From an optimization exercise on the open Yosys and OpenROAD flow, aimed at small area; shortcuts taken in it are not production practice. Where RTL was checked, it was by simulation tests only, not by an equivalence proof against the original. Only the layout flow was run in runs 1 to 7; the RTL was not checked for function there. Power is estimated from default activity; no workload was simulated.

==> design.v <==
`timescale 1ns/1ps
`default_nettype none
module vis_accumulator (
  input  logic        vis_clock,
  input  logic        vis_reset,
  input  logic        rst_d,       
  input  logic        frame_end,   
  input  logic        sig_valid_i,
  input  logic [3:0]  sig_idata_i,
  input  logic [3:0]  sig_qdata_i,
  input  logic [5:0]  pend,        
  input  logic [5:0]  sel,         
  output logic [11:0] word_o       
);
  localparam logic [11:0] BASE_A = {2'd2, 2'd1, 2'd1, 2'd0, 2'd0, 2'd0};
  localparam logic [11:0] BASE_B = {2'd3, 2'd3, 2'd2, 2'd3, 2'd2, 2'd1};
  logic [5:0] inc_f;
  logic [5:0] inc_g;
  logic [5:0] cnt_f [6];
  logic [5:0] cnt_g [6];
  always_comb begin
    for (int k = 0; k < 6; k++) begin
      logic ai, aq, bi, bq, e;
      ai = sig_idata_i[BASE_A[2*k +: 2]];
      aq = sig_qdata_i[BASE_A[2*k +: 2]];
      bi = sig_idata_i[BASE_B[2*k +: 2]];
      bq = sig_qdata_i[BASE_B[2*k +: 2]];
      e  = bi ^ bq;
      inc_f[k] = sig_valid_i && (bi ^ (e ? ai : aq));
      inc_g[k] = sig_valid_i && (e ? (aq ^ bq) : (ai ^ bi));
    end
  end
  genvar gk;
  generate
    for (gk = 0; gk < 6; gk++) begin : g_base
      localparam int PW = (gk == 5) ? 4 : 3;
      logic [PW-1:0] pnd_f;
      logic [PW-1:0] pnd_g;
      logic          take;
      logic          hold;
      assign take = sel[gk] || rst_d;
      assign hold = pend[gk] && !sel[gk];
      always_ff @(posedge vis_clock) begin
        cnt_f[gk] <= (take ? 6'(pnd_f) : cnt_f[gk]) + 6'(inc_f[gk] && !hold);
        cnt_g[gk] <= (take ? 6'(pnd_g) : cnt_g[gk]) + 6'(inc_g[gk] && !hold);
        if (vis_reset || frame_end) begin
          pnd_f <= '0;
          pnd_g <= '0;
        end else begin
          pnd_f <= pnd_f + PW'(inc_f[gk] && pend[gk]);
          pnd_g <= pnd_g + PW'(inc_g[gk] && pend[gk]);
        end
      end
    end
  endgenerate
  always_comb begin
    word_o = '0;
    for (int k = 0; k < 6; k++) begin
      word_o = word_o | ({cnt_f[k], cnt_g[k]} & {12{sel[k]}});
    end
  end
endmodule
`default_nettype wire
`timescale 1ns/1ps
`default_nettype none
module vis_fifo (
  input  logic        vis_clock,
  input  logic        vis_reset,
  input  logic        wr_i,
  input  logic [12:0] word_i,
  input  logic        ready_i,
  output logic        valid_o,
  output logic [12:0] word_o,
  output logic        overflow_o
);
  logic [12:0] mem [8];
  logic [2:0]  wp;
  logic [2:0]  rp;
  logic        full;
  logic        push;
  logic        pop;
  assign valid_o = full || (wp != rp);
  assign push    = wr_i && !full;
  assign pop     = valid_o && ready_i;
  assign word_o  = mem[rp];
  always_ff @(posedge vis_clock) begin
    if (push) mem[wp] <= word_i;
  end
  always_ff @(posedge vis_clock) begin
    if (vis_reset) begin
      wp         <= '0;
      rp         <= '0;
      full       <= 1'b0;
      overflow_o <= 1'b0;
    end else begin
      if (push) wp <= wp + 1'b1;
      if (pop) rp <= rp + 1'b1;
      full <= full ? !pop : (push && !pop && (3'(wp + 1'b1) == rp));
      if (wr_i && full) overflow_o <= 1'b1;
    end
  end
endmodule
`default_nettype wire
`timescale 1ns/1ps
`default_nettype none
module byte_serializer (
  input  logic        vis_clock,
  input  logic        vis_reset,
  input  logic        valid_i,
  input  logic [12:0] word_i,
  input  logic        m_tready_i,
  output logic        ready_o,
  output logic        m_tvalid_o,
  output logic [7:0]  m_tdata_o,
  output logic        m_tlast_o
);
  logic        busy;
  logic [2:0]  idx;
  logic [11:0] sw;
  logic        slast;
  logic [6:0]  dv;
  assign ready_o = !busy;
  always_ff @(posedge vis_clock) begin
    if (vis_reset) begin
      busy <= 1'b0;
      idx  <= '0;
    end else if (valid_i && !busy) begin
      busy <= 1'b1;
      idx  <= '0;
    end else if (busy && m_tready_i) begin
      idx <= idx + 1'b1;
      if (idx == 3'd7) busy <= 1'b0;
    end
  end
  always_ff @(posedge vis_clock) begin
    if (valid_i && !busy) {sw, slast} <= word_i;
  end
  assign dv = idx[2] ? (7'd32 - 7'(sw[11:6]) - 7'(sw[5:0]))
                     : (7'(sw[5:0]) - 7'(sw[11:6]));
  assign m_tvalid_o = busy;
  assign m_tdata_o  = (idx[1:0] == 2'd0) ? {dv, 1'b0} : {8{dv[6]}};
  assign m_tlast_o  = busy && slast && (idx == 3'd7);
endmodule
`default_nettype wire
`timescale 1ns/1ps
`default_nettype none
module toy_correlator (
  input  logic       vis_clock,
  input  logic       vis_reset,
  input  logic       sig_valid_i,
  input  logic [3:0] sig_idata_i,
  input  logic [3:0] sig_qdata_i,
  input  logic       m_tready_i,
  output logic       vis_start_o,
  output logic       vis_frame_o,
  output logic       m_tvalid_o,
  output logic [7:0] m_tdata_o,
  output logic       m_tlast_o,
  output logic       vis_overflow_o
);
  logic [2:0] wcnt;      
  logic [1:0] blk;       
  logic       rst_d;     
  logic       block_done;
  logic       frame_end;
  assign block_done = sig_valid_i && (wcnt == 3'd7);
  assign frame_end  = block_done && (blk == 2'd3) && !vis_reset;
  always_ff @(posedge vis_clock) begin
    rst_d <= vis_reset;
    if (vis_reset) begin
      wcnt        <= '0;
      blk         <= '0;
      vis_start_o <= 1'b0;
      vis_frame_o <= 1'b0;
    end else begin
      if (sig_valid_i) wcnt <= wcnt + 1'b1;
      if (block_done) blk <= blk + 1'b1;
      vis_start_o <= block_done && !vis_frame_o;
      if (block_done) vis_frame_o <= 1'b1;
    end
  end
  logic [6:0] pend;
  logic [2:0] ph;
  logic       strobe;
  logic [5:0] sel;
  logic       wr;
  assign strobe = pend[6] && (ph == 3'd1);
  assign wr     = strobe && !pend[0];
  always_comb begin
    for (int k = 0; k < 6; k++) sel[k] = strobe && pend[k+1] && !pend[k];
  end
  always_ff @(posedge vis_clock) begin
    ph <= frame_end ? 3'd0 : ph + 1'b1;
    if (vis_reset) begin
      pend <= '0;
    end else if (frame_end) begin
      pend <= '1;
    end else if (strobe) begin
      pend <= {pend[5:0], 1'b0};
    end
  end
  logic [11:0] acc_word;
  logic        q_valid;
  logic        q_ready;
  logic [12:0] q_word;
  vis_accumulator u_accum (
    .vis_clock   (vis_clock),
    .vis_reset   (vis_reset),
    .rst_d       (rst_d),
    .frame_end   (frame_end),
    .sig_valid_i (sig_valid_i),
    .sig_idata_i (sig_idata_i),
    .sig_qdata_i (sig_qdata_i),
    .pend        (pend[6:1]),
    .sel         (sel),
    .word_o      (acc_word)
  );
  vis_fifo u_fifo (
    .vis_clock  (vis_clock),
    .vis_reset  (vis_reset),
    .wr_i       (wr),
    .word_i     ({acc_word, sel[5]}),
    .ready_i    (q_ready),
    .valid_o    (q_valid),
    .word_o     (q_word),
    .overflow_o (vis_overflow_o)
  );
  byte_serializer u_serializer (
    .vis_clock  (vis_clock),
    .vis_reset  (vis_reset),
    .valid_i    (q_valid),
    .word_i     (q_word),
    .m_tready_i (m_tready_i),
    .ready_o    (q_ready),
    .m_tvalid_o (m_tvalid_o),
    .m_tdata_o  (m_tdata_o),
    .m_tlast_o  (m_tlast_o)
  );
endmodule
`default_nettype wire
==> run.sh <==
#!/bin/bash
# synth_recipe.tcl (not shown) runs the flow's synth.tcl, then flattens the netlist and writes it again
# the make line also repeats each setting of config.mk as NAME=value (left out here)
make -C /OpenROAD-flow-scripts/flow DESIGN_CONFIG=/design/flow/config.mk WORK_HOME=/design/flow/orfs CLKGATE_MAP_FILE= SYNTH_SCRIPT=/design/flow/synth_recipe.tcl finish
==> config.mk <==
export PLATFORM = sky130hd
export DESIGN_NAME = toy_correlator
export DESIGN_NICKNAME = toy_correlator
export VERILOG_FILES = /design/flow/design.v
export SDC_FILE = /design/flow/constraint.sdc
export NUM_CORES = 4
export LEC_CHECK = 0
export CAP_MARGIN = 20
export CORE_MARGIN = 2
export CORE_UTILIZATION = 60
export CTS_BUF_LIST = sky130_fd_sc_hd__clkbuf_16
export CTS_CLUSTER_DIAMETER = 80
export CTS_CLUSTER_SIZE = 25
export SLEW_MARGIN = 20
==> constraint.sdc <==
create_clock -name core_clock -period 6.0 [get_ports {vis_clock}]
set_input_delay 1.2000 -clock core_clock [delete_from_list [all_inputs] [get_ports {vis_clock}]]
set_output_delay 1.2000 -clock core_clock [all_outputs]
set_load 0.01 [all_outputs]
==> results.json, run 1 <==
{
  "antennaDiodeCount": 0,
  "vias": 7480,
  "nNetsFinal": 1133,
  "clkPwrFrac_pct": 27.4,
  "synth_area_per_cell_um2": 11.5,
  "wl_per_cell_um": 18.5,
  "io_buffer_count": 24,
  "async_reset_ff_share_pct": 0,
  "period_needed_ns": 4.51,
  "antenna_found_initial": 0,
  "cap_violations": 0,
  "slew_viol_final": 0,
  "p_seq_share_pct": 53.0,
  "grt_overflow_total": 0,
  "firstDrtPassIters": 8,
  "fin_area_um2": 12800,
  "gp_congestion": 0.802,
  "synth_area_leaders": "edfxtp_1, dfxtp_1, ha_1",
  "grt_max_degree": 31,
  "viasPerCell": 5.68,
  "end_kind": "output pin",
  "yosysSeqAreaShare_pct": 53.2,
  "drive_above_1_share_pct": 8.56,
  "rows": 51,
  "die_area_um2": 20900,
  "max_freq_ghz": 0.222,
  "cpPeakStageDelay_ns": 0.54,
  "fin_ws_ns": 1.49,
  "crit_path_max_fanout": 8,
  "synth_seq_cells": 257,
  "pre_cts_slack_ns": 2.02,
  "arrival_ns": 3.31,
  "path_clk_slew_ns": 0.09,
  "drt_iter0_markers": 503,
  "totalWireLength_um": 24300,
  "ff2ff_setup_slack_ns": 2.72,
  "rsz0062_at_grt": "false",
  "drc": 0,
  "track_usage_pct": 24.3,
  "required_ns": 4.80,
  "p_leak_nw": 4.85,
  "grt_pass1_vias": 7266,
  "synth_area_um2": 11900,
  "synth_cell_types": 54,
  "irDropWorstVdd_uv": 237,
  "ant_nets": 0,
  "clk-insertion-delay-late_ns": 0.49,
  "swShare_pct": 26.7,
  "initial_core_util_pct": 61.1,
  "synth_enable_flop_cells": 117,
  "timing.setup.tns_ns": 0,
  "ios": 25,
  "dpl_cell_area_um2": 12400,
  "hold_slack_ns": 0.465,
  "yosysTopAreaCellShare_pct": 29.6,
  "p_int_mw": 2.75,
  "start_kind": "flop",
  "path_common_cell": "ha_1",
  "clkSinkCount": 257,
  "syn_inst": 1035,
  "cts_inserted_buffers": 14,
  "hold_class": "reg -> reg",
  "outcome": "finished clean",
  "synth-main-ff-cell": "dfxtp_1",
  "core_um2": 19500,
  "max_slew_margin_pct": 31.6,
  "root_buffer": "clkbuf_16",
  "setup_viol": 0,
  "die_w_um": 145,
  "cts_tree": "yes",
  "total_power_mw": 3.75,
  "worst-r2r-cell-count": 11,
  "cts_buffer_depth": 3,
  "path_class": "reg -> out",
  "worstPathCellList": "inv_1 > ha_1 > ha_1 > and3_1 > a221oi_1 > xor2_1 > a21o_1 > mux2_2 > clkdlybuf4s50_1",
  "dp_hpwl_um": 17000,
  "yosysWarnings": 6,
  "synth.most_common_cell": "dfxtp_1",
  "hold_viol_final": 0,
  "layout.cells.non_filler": 1316,
  "power.density_nw_per_um2": 293,
  "fin_skew_ns": 0.0131,
  "worstHoldPathCells": 1,
  "synth_common_cells": "dfxtp_1, nand2_1, edfxtp_1, nor2_1, ha_1",
  "grt_pass1_wl_um": 39200,
  "ctsResizeCount": 0,
  "postCtsHoldBufs": 0,
  "die_h_um": 145,
  "cts-htree-levels": 1,
  "min_period_over_period_pct": 75.2,
  "areaGrowthSynthToFinish_pct": 7.89,
  "post-place-cells": 1293,
  "postLayoutCoreUtil_pct": 65.9,
  "critPathSlowestCell": "clkdlybuf4s50_1",
  "p_comb_share_pct": 19.6,
  "p_sw_mw": 1.00,
  "synth_nets": 1124,
  "tightest_slew_ns": 1.03,
  "cts_setup_buffers": 0,
  "yosysTopAreaCell": "edfxtp_1"
}
-- power by group through the flow --
stage          Sequential [mW]  Clock (mW)  Combinational (mW)
3_5_place_dp              2.03           0               0.743
4_1_cts                   1.99        1.05               0.748
2_1_floorplan             1.96           0               0.568
3_3_place_gp              2.03           0               0.735
5_1_grt                   2.01        1.11               0.809
6_report                  1.99        1.03               0.735
-- worst paths after layout --
| path | end | start |
|---|---|---|
| worst max-delay path | m_tdata_o[5] | u_serializer.sw[3] |
| worst min-delay path | ph[0] | ph[0] |
| worst max register to register | u_accum.cnt_g[5][4] | ph[0] |
| worst min register to register | ph[0] | ph[0] |
-- worst max-delay path: cells and delay by family, from the launching register on --
kind            cells  cell delay [ns]
mux                 1             0.19
simple gates        1             0.19
compound gates      2             0.60
xor+xnor            1             0.18
flops               1             0.37
buf+inv             2             0.59
fa+ha+maj           2             0.73
-- cell families (layout without fill, tap and decap cells) --
| group | after synthesis | count (layout) | synth area share, % |
|---|---|---|---|
| AO/OA/AOI/OAI | 124 | 124 | 7.14 |
| buffers and inverters | 74 | 90 | 2.55 |
| XOR/XNOR | 78 | 78 | 5.75 |
| AND/OR/NAND/NOR | 340 | 340 | 13.1 |
| adder cells (fa/ha/maj) | 77 | 77 | 8.23 |
| flip-flops | 257 | 257 | 53.2 |
| multiplexers | 85 | 85 | 10.1 |
-- routing by layer --
layer	GRT usage (%)	part of all wire, %
met5	0	0
met4	5.88	2.0
met3	2.14	3.0
met2	43.6	51
met1	32.2	44
-- placed cells by master (no fill, tap or decap), drive strengths merged, types with 10 or more instances in the layout --
cell type,n
xnor2,40
a21oi,32
o21ai,25
buf,14
ha,75
edfxtp,117
clkdlybuf4s50,24
mux4,26
inv,37
dfxtp,140
nor3,15
xor2,38
nor2,87
nand2b,10
and2,25
mux2,20
o211ai,11
nand3,46
mux2i,39
clkbuf,15
a222oi,12
a22oi,15
nand2,119
-- state kept, by name (all words and copies together), names as in the netlist, 7 cells and up --
register	flops
u_accum.cnt_g	36
u_accum.g_base.pnd_g	19
pend	7
u_fifo.mem	104
u_accum.g_base.pnd_f	19
u_accum.cnt_f	36
u_serializer.sw	12
-- cell type report --
| type | count | area [um2] |
|---|---|---|
| fill | 1521 | 6640 |
| sequential | 257 | 6320 |
| multi-input combinational | 704 | 5290 |
| clock buffer | 15 | 375 |
| timing repair buffer | 38 | 345 |
| tap | 265 | 332 |
| inverter | 29 | 109 |
| clock inverter | 8 | 45.0 |
==> inputs of run 2 (changes only) <==
--- a/config.mk
+++ b/config.mk
@@ -8,7 +8,7 @@
 export CAP_MARGIN = 20
 export CORE_MARGIN = 2
 export CORE_UTILIZATION = 60
-export CTS_BUF_LIST = sky130_fd_sc_hd__clkbuf_16
-export CTS_CLUSTER_DIAMETER = 80
-export CTS_CLUSTER_SIZE = 25
+export CTS_BUF_LIST = sky130_fd_sc_hd__clkbuf_8
+export CTS_CLUSTER_DIAMETER = 60
+export CTS_CLUSTER_SIZE = 16
 export SLEW_MARGIN = 20
==> run 2 against run 1 <==
Still clean. Sequential share of layout area hardly changed. Non-clock buffer count did not move. Die area unchanged. Design area about the same. Combinational power is essentially flat. Hold slack better by 0.00064 ns. Area after synthesis unchanged. Via count about the same. Setup slack worse by 0.086 ns. Critical path depth did not move.
==> results.json, run 2 <==
{
  "worst-r2r-cell-count": 11,
  "required_ns": 4.80,
  "p_leak_nw": 4.87,
  "path_clk_slew_ns": 0.10,
  "synth.most_common_cell": "dfxtp_1",
  "root_buffer": "clkbuf_8",
  "synth_enable_flop_cells": 117,
  "ctsResizeCount": 0,
  "total_power_mw": 3.73,
  "period_needed_ns": 4.60,
  "track_usage_pct": 24.4,
  "swShare_pct": 28.0,
  "antennaDiodeCount": 0,
  "p_sw_mw": 1.04,
  "synth_nets": 1124,
  "die_h_um": 145,
  "irDropWorstVdd_uv": 168,
  "max_flop_register": "u_fifo.mem",
  "synth_area_per_cell_um2": 11.5,
  "max_freq_ghz": 0.217,
  "p_seq_share_pct": 53.3,
  "p_comb_share_pct": 19.7,
  "drc": 0,
  "end_kind": "output pin",
  "hold_class": "reg -> reg",
  "largest_reg_flops": 104,
  "synth_common_cells": "dfxtp_1, nand2_1, edfxtp_1, nor2_1, ha_1",
  "worstHoldPathCells": 1,
  "rows": 51,
  "yosysSeqAreaShare_pct": 53.2,
  "yosysTopAreaCell": "edfxtp_1",
  "slew_viol_final": 0,
  "core_um2": 19500,
  "grt_pass1_wl_um": 39200,
  "crit_path_max_fanout": 8,
  "ios": 25,
  "cts-htree-levels": 1,
  "io_buffer_count": 24,
  "p_int_mw": 2.69,
  "outcome": "finished clean",
  "gp_congestion": 0.802,
  "max_slew_margin_pct": 31.7,
  "viasPerCell": 5.62,
  "path_class": "reg -> out",
  "cts_buffer_depth": 3,
  "synth_area_leaders": "edfxtp_1, dfxtp_1, ha_1",
  "min_period_over_period_pct": 76.7,
  "cts_setup_buffers": 0,
  "fin_skew_ns": 0.0255,
  "die_area_um2": 20900,
  "clk-insertion-delay-late_ns": 0.55,
  "layout.cells.non_filler": 1332,
  "totalWireLength_um": 24400,
  "largestRegisters": "u_fifo.mem (104), u_accum.cnt_f (36), u_accum.cnt_g (36)",
  "nNetsFinal": 1141,
  "initial_core_util_pct": 61.1,
  "cts_inserted_buffers": 22,
  "synth-main-ff-cell": "dfxtp_1",
  "grt_pass1_vias": 7243,
  "clkSinkCount": 257,
  "wl_per_cell_um": 18.3,
  "cap_violations": 0,
  "drt_iter0_markers": 490,
  "synth_seq_cells": 257,
  "power.density_nw_per_um2": 291,
  "layout_common_cells": "dfxtp_1, nand2_1, edfxtp_1",
  "hold_viol_final": 0,
  "tightest_slew_ns": 1.02,
  "ant_nets": 0,
  "timing.setup.tns_ns": 0,
  "firstDrtPassIters": 5,
  "grt_max_degree": 31,
  "yosysWarnings": 6,
  "postCtsHoldBufs": 0,
  "dp_hpwl_um": 17000,
  "synth_area_um2": 11900,
  "synth_cell_types": 54,
  "start_kind": "flop",
  "yosysTopAreaCellShare_pct": 29.6,
  "fin_ws_ns": 1.40,
  "arrival_ns": 3.40,
  "die_w_um": 145,
  "antenna_found_initial": 0,
  "post-place-cells": 1293,
  "syn_inst": 1035,
  "final_common_cell": "dfxtp_1",
  "grt_overflow_total": 0,
  "vias": 7483,
  "pre_cts_slack_ns": 2.02,
  "drive_above_1_share_pct": 9.75,
  "setup_viol": 0,
  "cts_tree": "yes",
  "areaGrowthSynthToFinish_pct": 7.98,
  "rsz0062_at_grt": "false",
  "async_reset_ff_share_pct": 0,
  "clkPwrFrac_pct": 26.9
}
## run 2: cell types whose count changed in the layout (fill, tap and decap cells not counted)
cell	previous run	this run
clkbuf_16	15	0
clkbuf_8	0	25
clkinv_4	0	1
clkinvlp_4	0	2
inv_1	35	37
inv_12	0	1
inv_6	0	2
inv_8	2	0
## run 2: final timing paths
path | slack (ns) | endpoint | from
hold reg to reg | 0.47 | ph[0] | ph[0]
setup / recovery | 1.40 | m_tdata_o[5] | u_serializer.sw[3]
hold / removal | 0.47 | ph[0] | ph[0]
setup reg to reg | 2.71 | u_accum.cnt_g[5][4] | ph[0]
## run 2: routing by layer
layer	share of wire [%]	vias to the layer above	GRT usage (%)
met5	0	-	0
met4	2.1	0	6.03
met3	3.0	32	2.76
met2	50	89	43.2
met1	45	3614	32.3
li1	-	3748	-
## run 2: power by group through the flow
stage	clock network, mW	logic (mW)	registers (mW)
final	1.00	0.735	1.99
after global placement	0	0.735	2.03
after floorplan	0	0.568	1.96
after CTS	1.03	0.749	1.99
after detailed placement	0	0.743	2.03
after global routing	1.09	0.810	2.01
## run 2: cell families after synthesis
family	count (synthesis)	synth area share (%)
AO/OA/AOI/OAI	124	7.14
multiplexers	85	10.1
buffers and inverters	74	2.55
AND/OR/NAND/NOR	340	13.1
XOR/XNOR	78	5.75
adder cells (fa/ha/maj)	77	8.23
flip-flops	257	53.2
## run 2: area by class of cell
type / instances / area (um2)
Fill cell: 1541 / 6630
Sequential cell: 257 / 6320
Multi-Input combinational cell: 704 / 5290
Timing Repair Buffer: 38 / 345
Clock buffer: 25 / 344
Tap cell: 265 / 332
Inverter: 29 / 109
Clock inverter: 14 / 87.6
## run 2: worst max-delay path, stage by stage, from the launching register on
cell and delay (ns):
edfxtp_1 0.37, inv_1 0.05, ha_1 0.35, ha_1 0.38, and3_1 0.19, a221oi_1 0.35
xor2_1 0.18, a21o_1 0.26, mux2_2 0.19, clkdlybuf4s50_1 0.53
## run 2: per-stage QoR
stage	hold WS (ns)	instance area, um2	util [%]
2_1_floorplan	0.421	11900	-
3_3_place_gp	0.437	12400	63.7
3_5_place_dp	0.447	12400	63.7
4_1_cts	0.464	12800	65.9
5_1_grt	0.493	12800	65.9
6_report	0.466	12800	65.9
==> inputs of run 3 (changes only) <==
--- a/design.v
+++ b/design.v
@@ -26,7 +26,7 @@
       bi = sig_idata_i[BASE_B[2*k +: 2]];
       bq = sig_qdata_i[BASE_B[2*k +: 2]];
       e  = bi ^ bq;
-      inc_f[k] = sig_valid_i && (bi ^ (e ? ai : aq));
+      inc_f[k] = sig_valid_i && !(bi ^ (e ? ai : aq));
       inc_g[k] = sig_valid_i && (e ? (aq ^ bq) : (ai ^ bi));
     end
   end
@@ -135,8 +135,9 @@
   always_ff @(posedge vis_clock) begin
     if (valid_i && !busy) {sw, slast} <= word_i;
   end
-  assign dv = idx[2] ? (7'd32 - 7'(sw[11:6]) - 7'(sw[5:0]))
-                     : (7'(sw[5:0]) - 7'(sw[11:6]));
+  logic [6:0] sum;
+  assign sum = {1'b0, sw[11:6]} + ({1'b0, sw[5:0]} ^ {7{idx[2]}}) + 7'(idx[2]);
+  assign dv  = idx[2] ? sum : {sum[6:5] - 2'd1, sum[4:0]};
   assign m_tvalid_o = busy;
   assign m_tdata_o  = (idx[1:0] == 2'd0) ? {dv, 1'b0} : {8{dv[6]}};
   assign m_tlast_o  = busy && slast && (idx == 3'd7);
==> config.mk (replaced) <==
export PLATFORM = sky130hd
export DESIGN_NAME = toy_correlator
export DESIGN_NICKNAME = toy_correlator
export VERILOG_FILES = /design/flow/design.v
export SDC_FILE = /design/flow/constraint.sdc
export NUM_CORES = 4
export LEC_CHECK = 0
export ABC_AREA = 1
export CAP_MARGIN = 20
export CORE_MARGIN = 2
export CORE_UTILIZATION = 60
export CTS_BUF_LIST = sky130_fd_sc_hd__clkbuf_16
export CTS_CLUSTER_DIAMETER = 80
export CTS_CLUSTER_SIZE = 28
export SLEW_MARGIN = 20
==> run 3 against run 2 <==
Count of clock-buffer cells in the layout fell by 9. Largest cell class unchanged. Wire length rose by 5.3%. Hold slack got worse by 0.0074 ns. Flip-flop and latch count did not move. Area after synthesis rose by 3.1%. Clock skew fell by 0.0070 ns. Sequential share of layout area fell by 1.4 points. Critical path depth rose by 4. Sequential power fell by 2%.
==> results.json, run 3 <==
{
  "outcome": "finished clean",
  "initial_core_util_pct": 60.9,
  "rsz0062_at_grt": "false",
  "viasPerCell": 5.26,
  "period_needed_ns": 4.20,
  "crit_path_max_fanout": 10,
  "clkPwrFrac_pct": 29.1,
  "largestRegisters": "u_fifo.mem (104), u_accum.cnt_f (36), u_accum.cnt_g (36)",
  "fill_cells": 1718,
  "ant_nets": 0,
  "drc": 0,
  "vias": 8955,
  "r2r-start": "ph[0]",
  "synth_cell_types": 42,
  "die_h_um": 147,
  "path_class": "reg -> out",
  "grt_max_degree": 58,
  "antennaDiodeCount": 0,
  "p_seq_share_pct": 50.3,
  "crit_start": "u_serializer.idx[2]",
  "layout_common_cells": "nand2_1, nor2_1, inv_1",
  "yosysWarnings": 6,
  "worstPathCellList": "xor2_1 > ha_1 > nand2_1 > nand2_1 > nand2_1 > nand3_1 > nand2_1 > nand2_1 > nand3_1 > nand2_1 > nand2_1 > nand2_1 > clkdlybuf4s50_1",
  "start_kind": "flop",
  "gp_congestion": 0.864,
  "totalWireLength_um": 25700,
  "clk-insertion-delay-late_ns": 0.49,
  "synth_area_per_cell_um2": 8.66,
  "min_period_over_period_pct": 70.0,
  "required_ns": 4.80,
  "synth_seq_cells": 257,
  "layout.cells.non_filler": 1703,
  "cts_buffer_depth": 3,
  "setup_viol": 0,
  "largest_reg_flops": 104,
  "cts_tree": "yes",
  "worst-r2r-cell-count": 10,
  "drive_above_1_share_pct": 4.88,
  "critPathSlowestCell": "dfxtp_1",
  "fin_skew_ns": 0.0185,
  "slew_viol_final": 0,
  "timing.rr.end": "u_fifo.mem[5][6]",
  "end_kind": "output pin",
  "hold_viol_final": 0,
  "post-place-cells": 1679,
  "track_usage_pct": 24.0,
  "synth.most_common_cell": "nand2_1",
  "ctsResizeCount": 0,
  "async_reset_ff_share_pct": 0,
  "die_area_um2": 21600,
  "synth_enable_flop_cells": 117,
  "max_flop_register": "u_fifo.mem",
  "grt_pass1_wl_um": 41200,
  "cts_inserted_buffers": 14,
  "cpPeakStageDelay_ns": 0.60,
  "path_common_cell": "nand2_1",
  "wl_per_cell_um": 15.1,
  "drt_iter0_markers": 581,
  "arrival_ns": 3.00,
  "rows": 52,
  "synth_common_cells": "nand2_1, nor2_1, inv_1, dfxtp_1, edfxtp_1",
  "yosysTopAreaCell": "edfxtp_1",
  "power.density_nw_per_um2": 293,
  "irDropWorstVdd_uv": 210,
  "syn_inst": 1414,
  "grt_pass1_vias": 8272,
  "path_clk_slew_ns": 0.10,
  "final_common_cell": "nand2_1",
  "hold_slack_ns": 0.458,
  "grt_overflow_total": 0,
  "antenna_found_initial": 0,
  "ff2ff_setup_slack_ns": 3.20,
  "nNetsFinal": 1502,
  "max_freq_ghz": 0.238,
  "firstDrtPassIters": 7,
  "dp_hpwl_um": 18000,
  "clkSinkCount": 257,
  "synth-main-ff-cell": "dfxtp_1",
  "synth_area_um2": 12200,
  "yosysTopAreaCellShare_pct": 28.7,
  "io_buffer_count": 24,
  "timing.setup.tns_ns": 0,
  "core_um2": 20100,
  "tightest_slew_ns": 1.01,
  "p_int_mw": 2.76,
  "timing.critical_path.to": "m_tdata_o[4]",
  "die_w_um": 147,
  "hold_class": "reg -> reg",
  "root_buffer": "clkbuf_16",
  "max_slew_margin_pct": 32.1,
  "synth_nets": 1491,
  "p_sw_mw": 1.12,
  "swShare_pct": 28.8,
  "ios": 25,
  "synth_area_leaders": "edfxtp_1, dfxtp_1, nand2_1",
  "cts-htree-levels": 1,
  "p_comb_share_pct": 20.6,
  "areaGrowthSynthToFinish_pct": 7.85,
  "p_leak_nw": 5.22,
  "postCtsHoldBufs": 0,
  "cts_setup_buffers": 0,
  "cap_violations": 0,
  "yosysSeqAreaShare_pct": 51.6
}
## run 3: power by group through the flow
stage                     sequential [mW]  combinational (mW)  clock [mW]
final                                1.95               0.799        1.13
after global placement               1.99               0.791           0
after floorplan                      1.98               0.553           0
after global routing                 1.96               0.899        1.21
after CTS                            1.95               0.810        1.15
after detailed placement             1.99               0.805           0
## run 3: cells by family after synthesis
family / Yosys count / synth area share [%]
buf+inv: 222 / 7.16
flops: 257 / 51.6
compound gates: 200 / 9.63
fa+ha+maj: 65 / 6.70
xor+xnor: 50 / 3.58
simple gates: 620 / 21.4
## run 3: layout make-up
| class | instances | area (um2) | area share (%) |
|---|---|---|---|
| tap | 270 | 338 | 2.56 |
| inverter | 183 | 687 | 5.20 |
| sequential | 257 | 6320 | 47.8 |
| timing repair buffer | 34 | 315 | 2.39 |
| clock buffer | 16 | 400 | 3.03 |
| multi-input combinational | 935 | 5060 | 38.3 |
| clock inverter | 8 | 87.6 | 0.663 |
## run 3: worst min-delay path by stage
stage                      startpoint  depth (start not counted)  slack [ns]           endpoint
finish                    vis_frame_o                          1        0.46        vis_start_o
global route        u_fifo.overflow_o                          2        0.50  u_fifo.overflow_o
CTS                       vis_frame_o                          1        0.46        vis_start_o
detailed placement        vis_frame_o                          1        0.44        vis_start_o
global placement                ph[0]                          1        0.44              ph[0]
floorplan                       ph[0]                          1        0.42              ph[0]
## run 3: worst max-delay path, delay by kind of cell (launching register included)
family	cells	cell delay [ns]
XOR/XNOR	1	0.13
adder cells (fa/ha/maj)	1	0.40
buffers and inverters	1	0.53
flip-flops	1	0.60
AND/OR/NAND/NOR	10	0.84
## run 3: metal layers
metal	wire length (um)	part of all wire, %	global-route usage [%]
met1	11500	45	31.4
met4	892	3.5	8.25
met3	932	3.6	2.48
met2	12400	48	41.7
met5	0	0	0
## run 3: stage by stage
step | area (um2) | power, mW | util [%] | setup WS, ns
floorplan | 12200 | 2.53 | - | 2.96
detailed placement | 12700 | 2.80 | 63.3 | 2.32
finish | 13200 | 3.88 | 65.7 | 1.80
global placement | 12700 | 2.78 | 63.3 | 2.36
global route | 13200 | 4.06 | 65.7 | 1.44
CTS | 13200 | 3.91 | 65.7 | 1.77
==> inputs of run 4 (changes only) <==
--- a/design.v
+++ b/design.v
@@ -70,32 +70,31 @@
   input  logic [12:0] word_i,
   input  logic        ready_i,
   output logic        valid_o,
-  output logic [12:0] word_o,
+  output logic [12:0] word_o,     
   output logic        overflow_o
 );
-  logic [12:0] mem [8];
-  logic [2:0]  wp;
-  logic [2:0]  rp;
+  logic [12:0] sh [9];
+  logic [3:0]  count;
   logic        full;
   logic        push;
   logic        pop;
-  assign valid_o = full || (wp != rp);
+  assign full    = count[3];   
+  assign valid_o = (count != 4'd0);
   assign push    = wr_i && !full;
   assign pop     = valid_o && ready_i;
-  assign word_o  = mem[rp];
-  always_ff @(posedge vis_clock) begin
-    if (push) mem[wp] <= word_i;
-  end
-  always_ff @(posedge vis_clock) begin
-    if (vis_reset) begin
-      wp         <= '0;
-      rp         <= '0;
-      full       <= 1'b0;
+  assign word_o  = sh[count];
+  always_ff @(posedge vis_clock) begin
+    if (push) begin
+      sh[0] <= word_i;
+      for (int i = 1; i < 9; i++) sh[i] <= sh[i-1];
+    end
+  end
+  always_ff @(posedge vis_clock) begin
+    if (vis_reset) begin
+      count      <= '0;
       overflow_o <= 1'b0;
     end else begin
-      if (push) wp <= wp + 1'b1;
-      if (pop) rp <= rp + 1'b1;
-      full <= full ? !pop : (push && !pop && (3'(wp + 1'b1) == rp));
+      count <= count + 4'(push) - 4'(pop);
       if (wr_i && full) overflow_o <= 1'b1;
     end
   end
@@ -132,9 +131,7 @@
       if (idx == 3'd7) busy <= 1'b0;
     end
   end
-  always_ff @(posedge vis_clock) begin
-    if (valid_i && !busy) {sw, slast} <= word_i;
-  end
+  assign {sw, slast} = word_i;
   logic [6:0] sum;
   assign sum = {1'b0, sw[11:6]} + ({1'b0, sw[5:0]} ^ {7{idx[2]}}) + 7'(idx[2]);
   assign dv  = idx[2] ? sum : {sum[6:5] - 2'd1, sum[4:0]};
==> run 4 against run 3 <==
Setup slack worse by 1.4 ns. Core utilization up 0.20 points. Die area down 6.5%. Sequential share of layout area up 2.9 points. Clock skew about the same. Register-to-register slack worse by 0.34 ns. Clock power down 7%. First-iteration DRC count down 7.2%. Critical endpoint is now m_tdata_o[5].
==> results.json, run 4 <==
{
  "outcome": "finished clean",
  "yosysTopAreaCellShare_pct": 30.7,
  "async_reset_ff_share_pct": 0,
  "synth_seq_cells": 254,
  "dp_hpwl_um": 16900,
  "post-place-cells": 1384,
  "clkSinkCount": 254,
  "synth_nets": 1238,
  "required_ns": 4.80,
  "arrival_ns": 4.43,
  "cpPeakStageDelay_ns": 0.57,
  "ios": 25,
  "totalWireLength_um": 23000,
  "die_area_um2": 20200,
  "cts_setup_buffers": 0,
  "worstPathCellList": "ha_1 > nand2_1 > nand2_2 > or2_1 > nand2_1 > nand2_1 > nand2_1 > fa_1 > o21ai_0 > a21oi_1 > o21bai_1 > nand4_1 > nand2_2 > nand2_4 > nand2_1 > clkdlybuf4s50_1",
  "timing.setup.tns_ns": 0,
  "largestRegisters": "u_fifo.sh (117), u_accum.cnt_f (36), u_accum.cnt_g (36)",
  "hold_slack_ns": 0.453,
  "yosysTopAreaCell": "edfxtp_1",
  "firstDrtPassIters": 4,
  "gp_congestion": 0.827,
  "hold_viol_final": 0,
  "root_buffer": "clkbuf_16",
  "critPathSlowestCell": "ha_1",
  "path_class": "reg -> out",
  "syn_inst": 1156,
  "fin_area_um2": 12300,
  "die_h_um": 142,
  "irDropWorstVdd_uv": 335,
  "core_um2": 18700,
  "slew_viol_final": 0,
  "end_kind": "output pin",
  "dpl_cell_area_um2": 11900,
  "layout_common_cells": "nand2_1, dfxtp_1, inv_1",
  "max_flop_register": "u_fifo.sh",
  "vias": 7734,
  "cts_buffer_depth": 3,
  "period_needed_ns": 5.63,
  "crit_path_max_fanout": 15,
  "synth_area_per_cell_um2": 9.89,
  "grt_pass1_vias": 7287,
  "clk-insertion-delay-late_ns": 0.49,
  "max_slew_margin_pct": 37.6,
  "io_buffer_count": 24,
  "viasPerCell": 5.49,
  "fin_skew_ns": 0.0189,
  "grt_max_degree": 61,
  "wl_per_cell_um": 16.3,
  "synth_enable_flop_cells": 117,
  "cp.buffers_inverters": 1,
  "final_common_cell": "nand2_1",
  "layout.cells.non_filler": 1408,
  "antenna_found_initial": 0,
  "cts_inserted_buffers": 14,
  "min_period_over_period_pct": 93.9,
  "drive_above_1_share_pct": 5.62,
  "cp_top_family": "simple AND/OR/NAND/NOR gates",
  "max_freq_ghz": 0.177,
  "largest_reg_flops": 117,
  "yosysSeqAreaShare_pct": 54.7,
  "hold_class": "reg -> reg",
  "multi_input_area_um2": 4530,
  "synth_cell_types": 49,
  "ant_nets": 0,
  "synth_area_um2": 11400,
  "cts_tree": "yes",
  "start_kind": "flop",
  "synth_area_leaders": "edfxtp_1, dfxtp_1, ha_1",
  "path_common_cell": "nand2_1",
  "initial_core_util_pct": 61.1,
  "synth-main-ff-cell": "dfxtp_1",
  "path_clk_slew_ns": 0.11,
  "grt_overflow_total": 0,
  "fill_cells": 1572,
  "rows": 50,
  "p_leak_nw": 4.89,
  "setup_viol": 0,
  "cts-htree-levels": 1,
  "yosysWarnings": 7,
  "power.density_nw_per_um2": 376,
  "cap_violations": 0,
  "track_usage_pct": 23.1,
  "die_w_um": 142,
  "fin_ws_ns": 0.365,
  "antennaDiodeCount": 0,
  "drt_iter0_markers": 539,
  "pre_cts_slack_ns": 0.669,
  "drc": 0,
  "ctsResizeCount": 0,
  "postCtsHoldBufs": 0,
  "seqCellArea_um2": 6260,
  "nNetsFinal": 1249,
  "tightest_slew_ns": 0.933,
  "rsz0062_at_grt": "false",
  "areaGrowthSynthToFinish_pct": 7.84,
  "synth_common_cells": "nand2_1, dfxtp_1, inv_1, edfxtp_1, nor2_1",
  "synth.most_common_cell": "nand2_1",
  "grt_pass1_wl_um": 37100
}
==> run 4: layer usage <==
metal / global-route usage [%] / vias up / routed length (um)
li1: - / 4007 / -
met1: 30.9 / 3576 / 10500
met2: 40.5 / 129 / 11200
met3: 2.52 / 22 / 792
met4: 5.84 / 0 / 405
met5: 0 / - / 0
==> run 4: cells by family (layout without fill, tap and decap cells) <==
group	count (synthesis)	after routing	synth area share, %
AND/OR/NAND/NOR	418	419	16.6
flip-flops	254	254	54.7
buffers and inverters	172	189	5.81
AO/OA/AOI/OAI	171	171	9.52
adder cells (fa/ha/maj)	70	70	7.79
XOR/XNOR	65	65	4.98
multiplexers	6	6	0.558
==> run 4: through the flow <==
stage	total power [mW]	utilization [%]
global placement	3.58	63.4
CTS	4.66	65.9
global route	4.95	65.9
detailed placement	3.61	63.4
floorplan	3.05	-
finish	4.63	65.9
==> run 4: where the power goes <==
part | total, mW | internal [mW] | switching, mW
Combinational | 1.68 | 0.763 | 0.922
Sequential | 1.90 | 1.84 | 0.0576
Clock | 1.05 | 0.478 | 0.572
Total | 4.63 | 3.08 | 1.55
==> run 4: path summary, 6_finish.rpt <==
kind	to	startpoint	slack, ns	cells after the start
min	u_fifo.sh[4][8]	u_fifo.sh[3][8]	0.45	0
max	m_tdata_o[5]	u_fifo.count[3]	0.37	16
max reg2reg	u_accum.cnt_f[2][4]	ph[0]	2.86	14
min reg2reg	u_fifo.sh[4][8]	u_fifo.sh[3][8]	0.45	0
==> run 4: layout make-up <==
class                   instances  area share (%)
multi-input cells             731            36.7
clock inverters                 8           0.629
well taps                     234            2.37
repair buffers                 30            2.31
inverters                     136            4.16
flip-flops and latches        254            50.8
clock buffers                  15            3.04
==> inputs of run 5 (changes only) <==
--- a/config.mk
+++ b/config.mk
@@ -5,7 +5,6 @@
 export SDC_FILE = /design/flow/constraint.sdc
 export NUM_CORES = 4
 export LEC_CHECK = 0
-export ABC_AREA = 1
 export CAP_MARGIN = 20
 export CORE_MARGIN = 2
 export CORE_UTILIZATION = 60
==> run 5 against run 4 <==
Critical path depth increased by 3. Fmax decreased by 1.6%. Non-clock buffer count increased by 21. First-iteration DRC count decreased by 22%. Total power increased by 2.0%. Flip-flop and latch count unchanged. Combinational power increased by 6%. Hold slack improved by 0.0054 ns. Area after synthesis increased by 2.1%. Critical endpoint is now m_tdata_o[2]. Largest cell class unchanged.
==> results.json, run 5 <==
{
  "tightest_slew_ns": 0.989,
  "die_h_um": 143,
  "cts_buffer_depth": 3,
  "timing.setup.tns_ns": 0,
  "grt_pass1_vias": 7554,
  "dp_hpwl_um": 18200,
  "wl_per_cell_um": 18.3,
  "hold_slack_ns": 0.458,
  "drive_above_1_share_pct": 7.77,
  "synth_nets": 1168,
  "synth_cell_types": 63,
  "synth-main-ff-cell": "dfxtp_1",
  "synth_area_um2": 11700,
  "largest_reg_flops": 117,
  "max_slew_margin_pct": 33.7,
  "max_freq_ghz": 0.175,
  "max_flop_register": "u_fifo.sh",
  "synth_area_leaders": "edfxtp_1, dfxtp_1, ha_1",
  "routed.top_layer": "met4",
  "required_ns": 4.80,
  "arrival_ns": 4.53,
  "wl_met1_um": 11200,
  "hold_class": "reg -> reg",
  "vias": 7972,
  "grt_overflow_total": 0,
  "yosysTopAreaCellShare_pct": 30.1,
  "path_clk_slew_ns": 0.10,
  "ios": 25,
  "p_leak_nw": 4.96,
  "yosysTopAreaCell": "edfxtp_1",
  "power.density_nw_per_um2": 372,
  "gp_congestion": 0.889,
  "slew_viol_final": 0,
  "grt_pass1_wl_um": 39700,
  "cts_tree": "yes",
  "nNetsFinal": 1181,
  "viasPerCell": 5.81,
  "areaGrowthSynthToFinish_pct": 8.97,
  "core_um2": 19300,
  "rows": 51,
  "synth_seq_cells": 254,
  "crit_path_max_fanout": 15,
  "track_usage_pct": 24.7,
  "largestRegisters": "u_fifo.sh (117), u_accum.cnt_f (36), u_accum.cnt_g (36)",
  "outcome": "finished clean",
  "clk-insertion-delay-late_ns": 0.49,
  "antennaDiodeCount": 0,
  "totalWireLength_um": 25000,
  "io_buffer_count": 24,
  "irDropWorstVdd_uv": 247,
  "setup_viol": 0,
  "yosysWarnings": 7,
  "grt_max_degree": 83,
  "drt_iter0_markers": 419,
  "synth.most_common_cell": "nand2_1",
  "firstDrtPassIters": 5,
  "synth_area_per_cell_um2": 10.7,
  "wl_met3_um": 802,
  "ant_nets": 0,
  "synth_common_cells": "nand2_1, dfxtp_1, edfxtp_1, nor2_1, ha_1",
  "clkSinkCount": 254,
  "async_reset_ff_share_pct": 0,
  "path_class": "reg -> out",
  "antenna_found_initial": 0,
  "yosysSeqAreaShare_pct": 53.6,
  "layout_common_cells": "nand2_1, dfxtp_1, edfxtp_1",
  "min_period_over_period_pct": 95.5,
  "final_common_cell": "nand2_1",
  "end_kind": "output pin",
  "syn_inst": 1086,
  "initial_core_util_pct": 60.6,
  "hold_viol_final": 0,
  "start_kind": "flop",
  "synth_enable_flop_cells": 117,
  "period_needed_ns": 5.73,
  "rsz0062_at_grt": "false",
  "root_buffer": "clkbuf_16",
  "drc": 0,
  "cap_violations": 0,
  "fill_cells": 1621,
  "fin_skew_ns": 0.0157,
  "cts_inserted_buffers": 14,
  "cts-htree-levels": 1,
  "die_area_um2": 20600,
  "met2_length_um": 12500,
  "die_w_um": 143
}
## run 5: changes by cell type in the layout (fill, tap and decap cells not counted), moves of 24 or more
cell / previous run / this run
inv_1: 130 / 25
o21ai_0: 62 / 28
mux2i_1: 3 / 36
nand3_1: 90 / 57
nor2_1: 113 / 82
and2_1: 0 / 24
## run 5: logic make-up (layout without fill, tap and decap cells)
family	Yosys count	in the layout	share of synthesized area (%)
flip-flops	254	254	53.6
adder cells (fa/ha/maj)	70	70	7.63
multiplexers	51	51	4.81
buffers and inverters	79	100	2.76
AND/OR/NAND/NOR	377	377	14.9
AO/OA/AOI/OAI	178	178	10.5
XOR/XNOR	77	77	5.78
## run 5: final cells by class
type / count / area (um2) / share of cell area, %
Sequential cell: 254 / 6260 / 49.2
Clock inverter: 9 / 76.3 / 0.600
Timing Repair Buffer: 51 / 439 / 3.45
Inverter: 25 / 93.8 / 0.738
Tap cell: 265 / 332 / 2.61
Clock buffer: 15 / 375 / 2.95
Multi-Input combinational cell: 753 / 5140 / 40.4
## run 5: worst paths after layout
check                        from                   to  slack, ns  cells after the start
setup / recovery  u_fifo.count[3]         m_tdata_o[2]       0.27                     19
hold / removal    u_fifo.sh[7][4]      u_fifo.sh[8][4]       0.46                      0
setup reg to reg            ph[0]  u_accum.cnt_g[2][4]       2.47                     10
hold reg to reg   u_fifo.sh[7][4]      u_fifo.sh[8][4]       0.46                      0
## run 5: report_power, final
| part | leakage, nW | internal (mW) | total, mW | switching (mW) |
|---|---|---|---|---|
| combinational | 2.54 | 0.819 | 1.78 | 0.962 |
| sequential | 2.18 | 1.84 | 1.88 | 0.0467 |
| clock | 0.234 | 0.478 | 1.06 | 0.582 |
| total | 4.96 | 3.14 | 4.73 | 1.59 |
## run 5: layer usage
layer | vias to the layer above | GRT usage, %
li1 | 3918 | -
met1 | 3870 | 32.2
met2 | 146 | 43.9
met3 | 38 | 2.80
met4 | 0 | 6.09
met5 | - | 0
## run 5: timing repair
action | CTS | global route
setup buffers | 4 | 1
gates resized for setup | 10 | 13
hold buffers | 0 | 0
gates cloned | 0 | 0
pin swaps | 4 | 3
endpoints found under the setup margin | 8 | 8
endpoints found under the hold margin | 0 | 0
## run 5: through the flow
step	setup WS, ns	power, mW	utilization [%]	instances	area (um2)
finish	0.271	4.73	66.0	1372	12700
global route	0.00121	5.00	66.0	1372	12700
CTS	0.00487	4.73	65.8	1370	12700
detailed placement	0.407	3.69	63.2	1342	12200
global placement	0.453	3.66	63.2	1342	12200
floorplan	0.645	3.10	-	1086	11700
## run 5: critical path, cell delays in order, from the launching register on
cell and delay, ns:
dfxtp_4 0.38, inv_1 0.07, ha_1 0.23, buf_4 0.20, and3_1 0.20, a311oi_2 0.23, a21oi_1 0.06, or3_1 0.32
o21ai_0 0.11, xnor2_1 0.15, ha_1 0.29, a21oi_1 0.14, nor2b_1 0.08, a211o_1 0.32, a311oi_4 0.34, mux2i_2 0.34
o31ai_4 0.11, buf_4 0.17, o21ai_2 0.05, dlygate4sd2_1 0.27
==> inputs of run 6 (changes only) <==
--- a/config.mk
+++ b/config.mk
@@ -5,10 +5,12 @@
 export SDC_FILE = /design/flow/constraint.sdc
 export NUM_CORES = 4
 export LEC_CHECK = 0
+export ABC_AREA = 1
 export CAP_MARGIN = 20
 export CORE_MARGIN = 2
-export CORE_UTILIZATION = 60
+export CORE_UTILIZATION = 80
 export CTS_BUF_LIST = sky130_fd_sc_hd__clkbuf_16
 export CTS_CLUSTER_DIAMETER = 80
 export CTS_CLUSTER_SIZE = 28
+export PLACE_DENSITY = 0.8
 export SLEW_MARGIN = 20
==> run 6 against run 5 <==
Critical path depth stayed put. Total power shrank 1.4%. Register-to-register slack better by 0.16 ns. Setup slack gained 0.10 ns. Sequential power barely moved. Combinational power about the same. Sequential share of layout area up 2.0 points. First-iteration DRC count increased by 120%. Clock skew up 0.014 ns. Synthesized cell count up 6.4%. Global-route usage up 8.9 points. Largest power group unchanged. Non-clock buffer count down 22.
==> results.json, run 6 <==
{
  "outcome": "finished clean",
  "required_ns": 4.80,
  "totalWireLength_um": 25100,
  "nNetsFinal": 1247,
  "synth_seq_cells": 254,
  "synth_nets": 1238,
  "grt_use_met2_pct": 59.7,
  "wl_per_cell_um": 18.6,
  "cap_violations": 0,
  "largestRegisters": "u_fifo.sh (117), u_accum.cnt_f (36), u_accum.cnt_g (36)",
  "synth-main-ff-cell": "dfxtp_1",
  "grt_max_degree": 87,
  "root_buffer": "clkbuf_16",
  "vias": 8481,
  "drive_above_1_share_pct": 5.64,
  "ios": 25,
  "pre_cts_slack_ns": 0.730,
  "cts_buffer_depth": 3,
  "irDropWorstVdd_uv": 373,
  "path_clk_slew_ns": 0.11,
  "cts_setup_buffers": 0,
  "yosysSeqAreaShare_pct": 54.7,
  "setup_viol": 0,
  "clk-insertion-delay-late_ns": 0.48,
  "period_needed_ns": 5.63,
  "gr-max-usage-layer": "met2",
  "drc": 0,
  "path_class": "reg -> out",
  "initial_core_util_pct": 82.0,
  "start_kind": "flop",
  "antenna_found_initial": 0,
  "cts-htree-levels": 1,
  "max_freq_ghz": 0.178,
  "synth_enable_flop_cells": 117,
  "viasPerCell": 6.28,
  "synth_cell_types": 49,
  "grt_pass1_vias": 8017,
  "max_slew_margin_pct": 32.8,
  "synth_common_cells": "nand2_1, dfxtp_1, inv_1, edfxtp_1, nor2_1",
  "postLayoutCoreUtil_pct": 87.6,
  "min_period_over_period_pct": 93.8,
  "antennaDiodeCount": 0,
  "layout_common_cells": "nand2_1, dfxtp_1, inv_1",
  "dpl_cell_area_um2": 11800,
  "io_buffer_count": 24,
  "final_common_cell": "nand2_1",
  "max_flop_register": "u_fifo.sh",
  "tightest_slew_ns": 1.01,
  "yosysWarnings": 7,
  "hold_class": "reg -> reg",
  "async_reset_ff_share_pct": 0,
  "die_w_um": 124,
  "grt_overflow_total": 0,
  "grt_util_met3_pct": 4.20,
  "postCtsHoldBufs": 0,
  "syn_inst": 1156,
  "largest_reg_flops": 117,
  "grt_use_met1_pct": 41.2,
  "power.density_nw_per_um2": 382,
  "ctsResizeCount": 0,
  "clkSinkCount": 254,
  "drt_iter0_markers": 927,
  "fin_skew_ns": 0.0294,
  "total_power_mw": 4.66,
  "arrival_ns": 4.43,
  "fin_ws_ns": 0.372,
  "hold_viol_final": 0,
  "crit_path_max_fanout": 11,
  "yosysTopAreaCell": "edfxtp_1",
  "cts_tree": "yes",
  "end_kind": "output pin",
  "yosysTopAreaCellShare_pct": 30.7,
  "track_usage_pct": 33.5,
  "fin_area_um2": 12200,
  "grt_pass1_wl_um": 39800,
  "rows": 43,
  "p_leak_nw": 4.86,
  "timing.setup.tns_ns": 0,
  "gp_congestion": 0.896,
  "firstDrtPassIters": 6,
  "synth_area_leaders": "edfxtp_1, dfxtp_1, ha_1",
  "synth.most_common_cell": "nand2_1",
  "slew_viol_final": 0,
  "die_h_um": 124,
  "core_um2": 13900,
  "dp_hpwl_um": 16900,
  "areaGrowthSynthToFinish_pct": 6.81,
  "die_area_um2": 15300,
  "cts_inserted_buffers": 13,
  "ant_nets": 0,
  "synth_area_um2": 11400,
  "synth_area_per_cell_um2": 9.89,
  "rsz0062_at_grt": "false"
}
-- run 6: cell types whose count changed after synthesis, moves of 18 or more --
cell | before | now
inv_1 | 23 | 127
mux2i_1 | 37 | 3
nor3_1 | 23 | 3
nand3_1 | 57 | 90
and2_1 | 24 | 0
o21ai_0 | 28 | 62
a22oi_1 | 18 | 0
nor2_1 | 83 | 114
-- run 6: cell families after synthesis --
kind of cell,share of synthesized area (%)
XOR/XNOR,4.98
multiplexers,0.558
adder cells (fa/ha/maj),7.79
buffers and inverters,5.81
AO/OA/AOI/OAI,9.52
AND/OR/NAND/NOR,16.6
flip-flops,54.7
-- run 6: worst paths after layout --
| kind | from | end | slack [ns] | cells past startpoint |
|---|---|---|---|---|
| max | u_fifo.count[3] | m_tdata_o[6] | 0.37 | 19 |
| max reg2reg | ph[0] | u_accum.cnt_f[2][4] | 2.63 | 14 |
| min | u_fifo.sh[4][3] | u_fifo.sh[5][3] | 0.45 | 0 |
| min reg2reg | u_fifo.sh[4][3] | u_fifo.sh[5][3] | 0.45 | 0 |
-- run 6: critical path, stage by stage, from the launching register on --
cell             delay [ns]
dfxtp_1                0.42
inv_1                  0.11
ha_1                   0.26
nand3_1                0.33
o21ai_0                0.17
a221oi_1               0.31
nand3_1                0.14
o21ai_0                0.11
inv_1                  0.08
ha_1                   0.36
a21oi_1                0.20
nor2_1                 0.06
a211oi_1               0.23
nand3_1                0.17
nand3_1                0.14
nand2_1                0.08
nand2_2                0.09
nand2_4                0.08
nand2_1                0.07
clkdlybuf4s50_1        0.53
-- run 6: area by class of cell --
cell class | instances | area (um2)
inverters | 136 | 513
multi-input cells | 731 | 4540
well taps | 180 | 225
repair buffers | 29 | 278
clock inverters | 8 | 67.6
flip-flops and latches | 254 | 6260
fillers | 679 | 1720
clock buffers | 13 | 325
-- run 6: report_power, final --
part / internal (mW) / leakage [nW] / switching, mW
Clock: 0.434 / 0.209 / 0.543
Sequential: 1.84 / 2.12 / 0.0616
Combinational: 0.778 / 2.53 / 1.00
Total: 3.05 / 4.86 / 1.61
-- run 6: through the flow --
stage | std cells | hold WS (ns)
after floorplan | 1156 | 0.418
after global placement | 1329 | 0.427
after detailed placement | 1329 | 0.434
after CTS | 1350 | 0.449
after global routing | 1351 | 0.466
final | 1351 | 0.450
-- run 6: routing by layer --
layer	up-vias	routed length, um
li1	4005	-
met1	3973	9730
met2	422	12600
met3	81	1630
met4	0	1060
met5	-	0
==> inputs of run 7 (changes only) <==
--- a/config.mk
+++ b/config.mk
@@ -8,9 +8,8 @@
 export ABC_AREA = 1
 export CAP_MARGIN = 20
 export CORE_MARGIN = 2
-export CORE_UTILIZATION = 80
+export CORE_UTILIZATION = 70
 export CTS_BUF_LIST = sky130_fd_sc_hd__clkbuf_16
-export CTS_CLUSTER_DIAMETER = 80
-export CTS_CLUSTER_SIZE = 28
-export PLACE_DENSITY = 0.8
+export CTS_CLUSTER_DIAMETER = 100
+export CTS_CLUSTER_SIZE = 32
 export SLEW_MARGIN = 20
==> run 7 against run 6 <==
Still clean on timing, DRC and antenna. Total power down 3.9%. Register-to-register slack better by 0.14 ns. Global-route usage shrank 7.0 points. Fmax fell by 1.9%. Clock skew down 0.0041 ns. Wire length fell by 7.1%. Core utilization is 11 points lower. Critical path type unchanged. Largest cell class unchanged. Highest routed layer unchanged.
==> results.json, run 7 <==
{
  "outcome": "finished clean",
  "clkSinkCount": 254,
  "core_um2": 15900,
  "grt_pass1_wl_um": 37400,
  "p_leak_nw": 4.81,
  "die_w_um": 132,
  "viasPerCell": 5.81,
  "drive_above_1_share_pct": 5.39,
  "grt_overflow_total": 0,
  "path_class": "reg -> out",
  "timing.setup.tns_ns": 0,
  "r2r-start": "ph[0]",
  "vias": 8045,
  "cts_buffer_depth": 3,
  "synth_area_leaders": "edfxtp_1, dfxtp_1, ha_1",
  "cpPeakStageDelay_ns": 0.54,
  "holdPathEnd": "u_fifo.sh[8][9]",
  "cts_setup_buffers": 0,
  "arrival_ns": 4.54,
  "initial_core_util_pct": 71.7,
  "totalWireLength_um": 23300,
  "postLayoutCoreUtil_pct": 76.4,
  "drc": 0,
  "gp_congestion": 0.874,
  "synth_common_cells": "nand2_1, dfxtp_1, inv_1, edfxtp_1, nor2_1",
  "synth.most_common_cell": "nand2_1",
  "min_period_over_period_pct": 95.6,
  "period_needed_ns": 5.74,
  "wl_per_cell_um": 16.8,
  "rows": 46,
  "nNetsFinal": 1247,
  "setup_viol": 0,
  "cts_inserted_buffers": 11,
  "dp_hpwl_um": 16900,
  "worstHoldPathCells": 0,
  "ant_nets": 0,
  "grt_max_degree": 86,
  "cts-htree-levels": 1,
  "irDropWorstVdd_uv": 555,
  "path_clk_slew_ns": 0.12,
  "path_common_cell": "nand3_1",
  "grt_pass1_vias": 7500,
  "min_from": "u_fifo.sh[7][9]",
  "antennaDiodeCount": 0,
  "drt_iter0_markers": 868,
  "cap_violations": 0,
  "track_usage_pct": 26.5,
  "yosysWarnings": 7,
  "tightest_slew_ns": 1.03,
  "ff2ff_setup_slack_ns": 2.77,
  "rsz0062_at_grt": "false",
  "synth_cell_types": 49,
  "synth_area_per_cell_um2": 9.89,
  "largest_reg_flops": 117,
  "synth_enable_flop_cells": 117,
  "die_h_um": 132,
  "async_reset_ff_share_pct": 0,
  "yosysSeqAreaShare_pct": 54.7,
  "cp.buffers_inverters": 4,
  "max_flop_register": "u_fifo.sh",
  "yosysTopAreaCell": "edfxtp_1",
  "yosysTopAreaCellShare_pct": 30.7,
  "hold_class": "reg -> reg",
  "ios": 25,
  "cp_top_family": "compound AO/OA/AOI/OAI gates",
  "firstDrtPassIters": 5,
  "synth_nets": 1238,
  "antenna_found_initial": 0,
  "hold_viol_final": 0,
  "crit_path_max_fanout": 9,
  "required_ns": 4.80,
  "total_power_mw": 4.48,
  "worstPathCellList": "inv_1 > ha_2 > nand3_2 > clkinvlp_4 > a32o_1 > a221oi_1 > nand3_1 > o21ai_0 > inv_1 > ha_1 > a21oi_1 > nor2_1 > a211oi_1 > nand3_1 > nand3_1 > nand2_1 > nand2_2 > nand2_4 > nand2_1 > clkdlybuf4s50_1",
  "synth-main-ff-cell": "dfxtp_1",
  "synth_area_um2": 11400,
  "critPathSlowestCell": "clkdlybuf4s50_1",
  "areaGrowthSynthToFinish_pct": 6.56,
  "final_common_cell": "nand2_1",
  "synth_seq_cells": 254,
  "fin_skew_ns": 0.0253,
  "root_buffer": "clkbuf_16",
  "clk-insertion-delay-late_ns": 0.48,
  "syn_inst": 1156,
  "power.density_nw_per_um2": 368,
  "ctsResizeCount": 0,
  "max_freq_ghz": 0.174,
  "slew_viol_final": 0,
  "crit_start": "u_fifo.count[3]",
  "die_area_um2": 17400,
  "cts_tree": "yes",
  "timing.rr.end": "u_fifo.sh[5][8]",
  "postCtsHoldBufs": 0,
  "max_slew_margin_pct": 31.2,
  "layout_common_cells": "nand2_1, dfxtp_1, inv_1",
  "worst-r2r-cell-count": 8,
  "largestRegisters": "u_fifo.sh (117), u_accum.cnt_f (36), u_accum.cnt_g (36)",
  "start_kind": "flop",
  "end_kind": "output pin",
  "io_buffer_count": 24
}
run 7: power breakdown:
group	total [mW]	switching, mW	internal [mW]
Combinational	1.74	0.967	0.772
Clock	0.839	0.499	0.340
Sequential	1.90	0.0585	1.84
run 7: layer usage:
layer  GRT usage, %  vias to the layer above  part of all wire (%)  routed length [um]
met4           7.79                        0                   3.0                 701
met1           35.6                     3755                    43               10100
met5              0                        -                     0                   0
met3           2.54                       47                   4.4                1030
met2           46.1                      251                    49               11500
li1               -                     3992                     -                   -
run 7: cells by family after synthesis:
| group | after synthesis | share of synthesized area (%) |
|---|---|---|
| buffers and inverters | 172 | 5.81 |
| and+or+nand+nor | 418 | 16.6 |
| adders and majority gates | 70 | 7.79 |
| AOI/OAI and AO/OA | 171 | 9.52 |
| xor gates and xnor gates | 65 | 4.98 |
| DFF | 254 | 54.7 |
| muxes | 6 | 0.558 |
run 7: final cells by class:
class                   instances  area [um2]
flip-flops and latches        254        6260
multi-input cells             731        4540
fillers                      1155        3760
inverters                     136         517
repair buffers                 30         293
clock buffers                  11         275
well taps                     216         270
clock inverters                 6        22.5
repair inverters                1        5.00
run 7: how the worst max path moves through the flow:
| stage | end | slack [ns] | depth (start not counted) |
|---|---|---|---|
| after floorplan | u_fifo.count[2] | 0.77 | 12 |
| after detailed placement | m_tdata_o[6] | 0.69 | 16 |
| after global routing | m_tdata_o[5] | 0.006 | 20 |
| final | m_tdata_o[6] | 0.26 | 20 |
| after CTS | m_tdata_o[6] | 0.16 | 16 |
| after global placement | m_tdata_o[1] | 0.89 | 16 |
run 7: worst reg2reg max path, cell delays in order, from the launching register on:
cell and delay, ns:
dfxtp_1 0.38, ha_1 0.16, nand2_1 0.08, nor2_4 0.22, inv_4 0.11, nor2_1 0.10
inv_1 0.13, nor2_4 0.72, buf_4 0.90
run 7: per-stage QoR:
step / hold slack (ns) / worst slack [ns] / area (um2) / instances
finish: 0.457 / 0.261 / 12200 / 1385
global route: 0.474 / 0.00634 / 12200 / 1385
CTS: 0.456 / 0.161 / 12100 / 1382
detailed placement: 0.432 / 0.687 / 11800 / 1365
global placement: 0.429 / 0.885 / 11800 / 1365
floorplan: 0.418 / 0.769 / 11400 / 1156
==> inputs of run 8 (changes only) <==
--- a/design.v
+++ b/design.v
@@ -18,16 +18,18 @@
   logic [5:0] inc_g;
   logic [5:0] cnt_f [6];
   logic [5:0] cnt_g [6];
+  logic [3:0] x;
+  assign x = sig_idata_i ^ sig_qdata_i;
   always_comb begin
     for (int k = 0; k < 6; k++) begin
-      logic ai, aq, bi, bq, e;
+      logic ai, aq, bi, bq, bw;
       ai = sig_idata_i[BASE_A[2*k +: 2]];
       aq = sig_qdata_i[BASE_A[2*k +: 2]];
       bi = sig_idata_i[BASE_B[2*k +: 2]];
       bq = sig_qdata_i[BASE_B[2*k +: 2]];
-      e  = bi ^ bq;
-      inc_f[k] = sig_valid_i && !(bi ^ (e ? ai : aq));
-      inc_g[k] = sig_valid_i && (e ? (aq ^ bq) : (ai ^ bi));
+      bw = !x[BASE_A[2*k +: 2]] && x[BASE_B[2*k +: 2]];   
+      inc_f[k] = sig_valid_i && !(aq ^ bq ^ bw);
+      inc_g[k] = sig_valid_i && (ai ^ bi ^ bw);
     end
   end
   genvar gk;
--- a/config.mk
+++ b/config.mk
@@ -11,5 +11,5 @@
 export CORE_UTILIZATION = 70
 export CTS_BUF_LIST = sky130_fd_sc_hd__clkbuf_16
 export CTS_CLUSTER_DIAMETER = 100
-export CTS_CLUSTER_SIZE = 32
+export CTS_CLUSTER_SIZE = 30
 export SLEW_MARGIN = 20
==> run 8 against run 7 <==
Still clean. Sequential power hardly changed. Global-route usage down 0.39 points. Sequential share of layout area is 0.37 points lower. Fmax rose by 1.6%. Die area is essentially flat.
==> results.json, run 8 <==
{
  "outcome": "finished clean",
  "final_common_cell": "nand2_1",
  "nNetsFinal": 1240,
  "grt_pass1_wl_um": 36800,
  "hold_class": "reg -> reg",
  "dp_hpwl_um": 16300,
  "grt_pass1_vias": 7466,
  "total_power_mw": 4.53,
  "rsz0062_at_grt": "false",
  "met2_length_um": 11000,
  "end_kind": "output pin",
  "track_usage_pct": 26.1,
  "p_int_mw": 3.01,
  "clkPwrFrac_pct": 20.3,
  "fill_cells": 1130,
  "timing.setup.tns_ns": 0,
  "layout_common_cells": "nand2_1, dfxtp_1, inv_1",
  "path_clk_slew_ns": 0.10,
  "synth_area_leaders": "edfxtp_1, dfxtp_1, ha_1",
  "drive_above_1_share_pct": 6.19,
  "required_ns": 4.80,
  "start_kind": "flop",
  "largestRegisters": "u_fifo.sh (117), u_accum.cnt_f (36), u_accum.cnt_g (36)",
  "min_period_over_period_pct": 94.1,
  "pre_cts_slack_ns": 0.723,
  "grt_max_degree": 67,
  "period_needed_ns": 5.65,
  "fin_skew_ns": 0.0173,
  "ios": 25,
  "drc": 0,
  "synth_cell_types": 50,
  "antennaDiodeCount": 0,
  "hold_viol_final": 0,
  "core_um2": 15900,
  "cts_tree": "yes",
  "async_reset_ff_share_pct": 0,
  "gp_congestion": 0.881,
  "p_seq_share_pct": 41.9,
  "cts_buffer_depth": 3,
  "initial_core_util_pct": 71.7,
  "routed.top_layer": "met4",
  "max_freq_ghz": 0.177,
  "grt_overflow_total": 0,
  "setup_viol": 0,
  "wl_met1_um": 9930,
  "ff2ff_setup_slack_ns": 2.42,
  "cts_inserted_buffers": 12,
  "clkSinkCount": 254,
  "synth_nets": 1223,
  "tightest_slew_ns": 0.879,
  "clk-insertion-delay-late_ns": 0.49,
  "synth_area_um2": 11400,
  "rows": 46,
  "cap_violations": 0,
  "io_buffer_count": 24,
  "ant_nets": 0,
  "arrival_ns": 4.45,
  "die_area_um2": 17400,
  "cp_top_family": "compound AO/OA/AOI/OAI gates",
  "critPathSlowestCell": "clkdlybuf4s50_1",
  "antenna_found_initial": 0,
  "root_buffer": "clkbuf_16",
  "synth_common_cells": "dfxtp_1, nand2_1, inv_1, edfxtp_1, nor2_1",
  "largest_reg_flops": 117,
  "cpPeakStageDelay_ns": 0.54,
  "syn_inst": 1141,
  "synth_area_per_cell_um2": 10.0,
  "yosysTopAreaCell": "edfxtp_1",
  "path_class": "reg -> out",
  "p_comb_share_pct": 37.8,
  "p_leak_nw": 4.86
}
[run 8: power by group through the flow]
stage	logic (mW)	registers, mW	clock network [mW]
after detailed placement	1.68	1.93	0
after floorplan	1.12	1.91	0
final	1.71	1.90	0.920
after global routing	1.90	1.90	0.992
after CTS	1.68	1.89	0.941
after global placement	1.63	1.93	0
[run 8: worst paths after layout]
path	end	start	cells after the start
worst max-delay path	m_tdata_o[6]	u_fifo.count[3]	17
worst min-delay path	u_fifo.sh[4][0]	u_fifo.sh[3][0]	0
worst max register to register	u_accum.cnt_f[3][4]	ph[0]	13
worst min register to register	u_fifo.sh[4][0]	u_fifo.sh[3][0]	0
[run 8: what timing repair did]
item	in CTS	in global routing
setup endpoints to repair	0	8
resized for setup	0	5
buffers inserted	0	1
hold endpoints to repair	0	0
[run 8: per-layer routing]
layer | vias up | GRT usage, %
met1 | 3616 | 34.8
met3 | 41 | 2.85
met4 | 0 | 8.03
li1 | 3926 | -
met2 | 217 | 45.4
met5 | - | 0
[run 8: area by class of cell]
class	instances	area, um2	area share [%]
Timing Repair Buffer	35	323	2.63
Clock inverter	6	33.8	0.275
Inverter	137	518	4.22
Timing Repair inverter	1	5.00	0.0408
Clock buffer	13	325	2.65
Sequential cell	254	6260	51.0
Multi-Input combinational cell	717	4530	37.0
Tap cell	216	270	2.20
[run 8: per-stage QoR]
step,cell area (um2),std cells
after floorplan,11400,1141
after global placement,11900,1358
after detailed placement,11900,1358
after CTS,12200,1377
after global routing,12300,1379
final,12300,1379
[run 8: cell families (layout without fill, tap and decap cells)]
| group | count (synthesis) | in the layout | synth area share (%) |
|---|---|---|---|
| and+or+nand+nor | 397 | 397 | 16.1 |
| DFF | 254 | 254 | 54.8 |
| buffers and inverters | 170 | 192 | 5.74 |
| AOI/OAI and AO/OA | 168 | 168 | 9.24 |
| xor gates and xnor gates | 75 | 75 | 5.75 |
| adders and majority gates | 70 | 70 | 7.80 |
| muxes | 7 | 7 | 0.657 |
[run 8: worst register-to-register path: stages, from the launching register on]
cell and delay [ns]:
dfxtp_1 0.38, ha_1 0.17, nand2_1 0.08, nor2_4 0.18
nand2_1 0.10, nor2_1 0.68, inv_1 0.47, nand2_1 0.39
mux2_2 0.38, ha_1 0.22, ha_1 0.22, nand3_1 0.10
nand4_1 0.07, o21ai_0 0.08

## port drivers added, routing unchanged
Ports are ideal in the flow. The routed layouts listed here were re-timed in OpenROAD. Step 1, drivers: a clkbuf_16 drives vis_clock and a buf_2 each remaining input, both assumed. Step 2 also shifts input and output timing later by t, the mid clock arrival at the registers, as if the neighbouring blocks saw the same clock. a / b / c = ideal ports / drivers / drivers and shift; a / b = the first two.
| run | shift t [ns] | setup slack, ns |
|---|---|---|
| run 1 | 0.526 | 1.486 / 1.439 / 1.965 |
| run 2 | 0.587 | 1.400 / 1.357 / 1.943 |
| run 3 | 0.530 | 1.799 / 1.753 / 2.283 |
| run 4 | 0.530 | 0.365 / 0.318 / 0.848 |
| run 5 | 0.534 | 0.271 / 0.220 / 0.754 |
| run 6 | 0.514 | 0.372 / 0.328 / 0.842 |
| run 7 | 0.516 | 0.261 / 0.214 / 0.731 |
| run 8 | 0.526 | 0.353 / 0.306 / 0.832 |
After both steps every run listed still meets setup and hold.
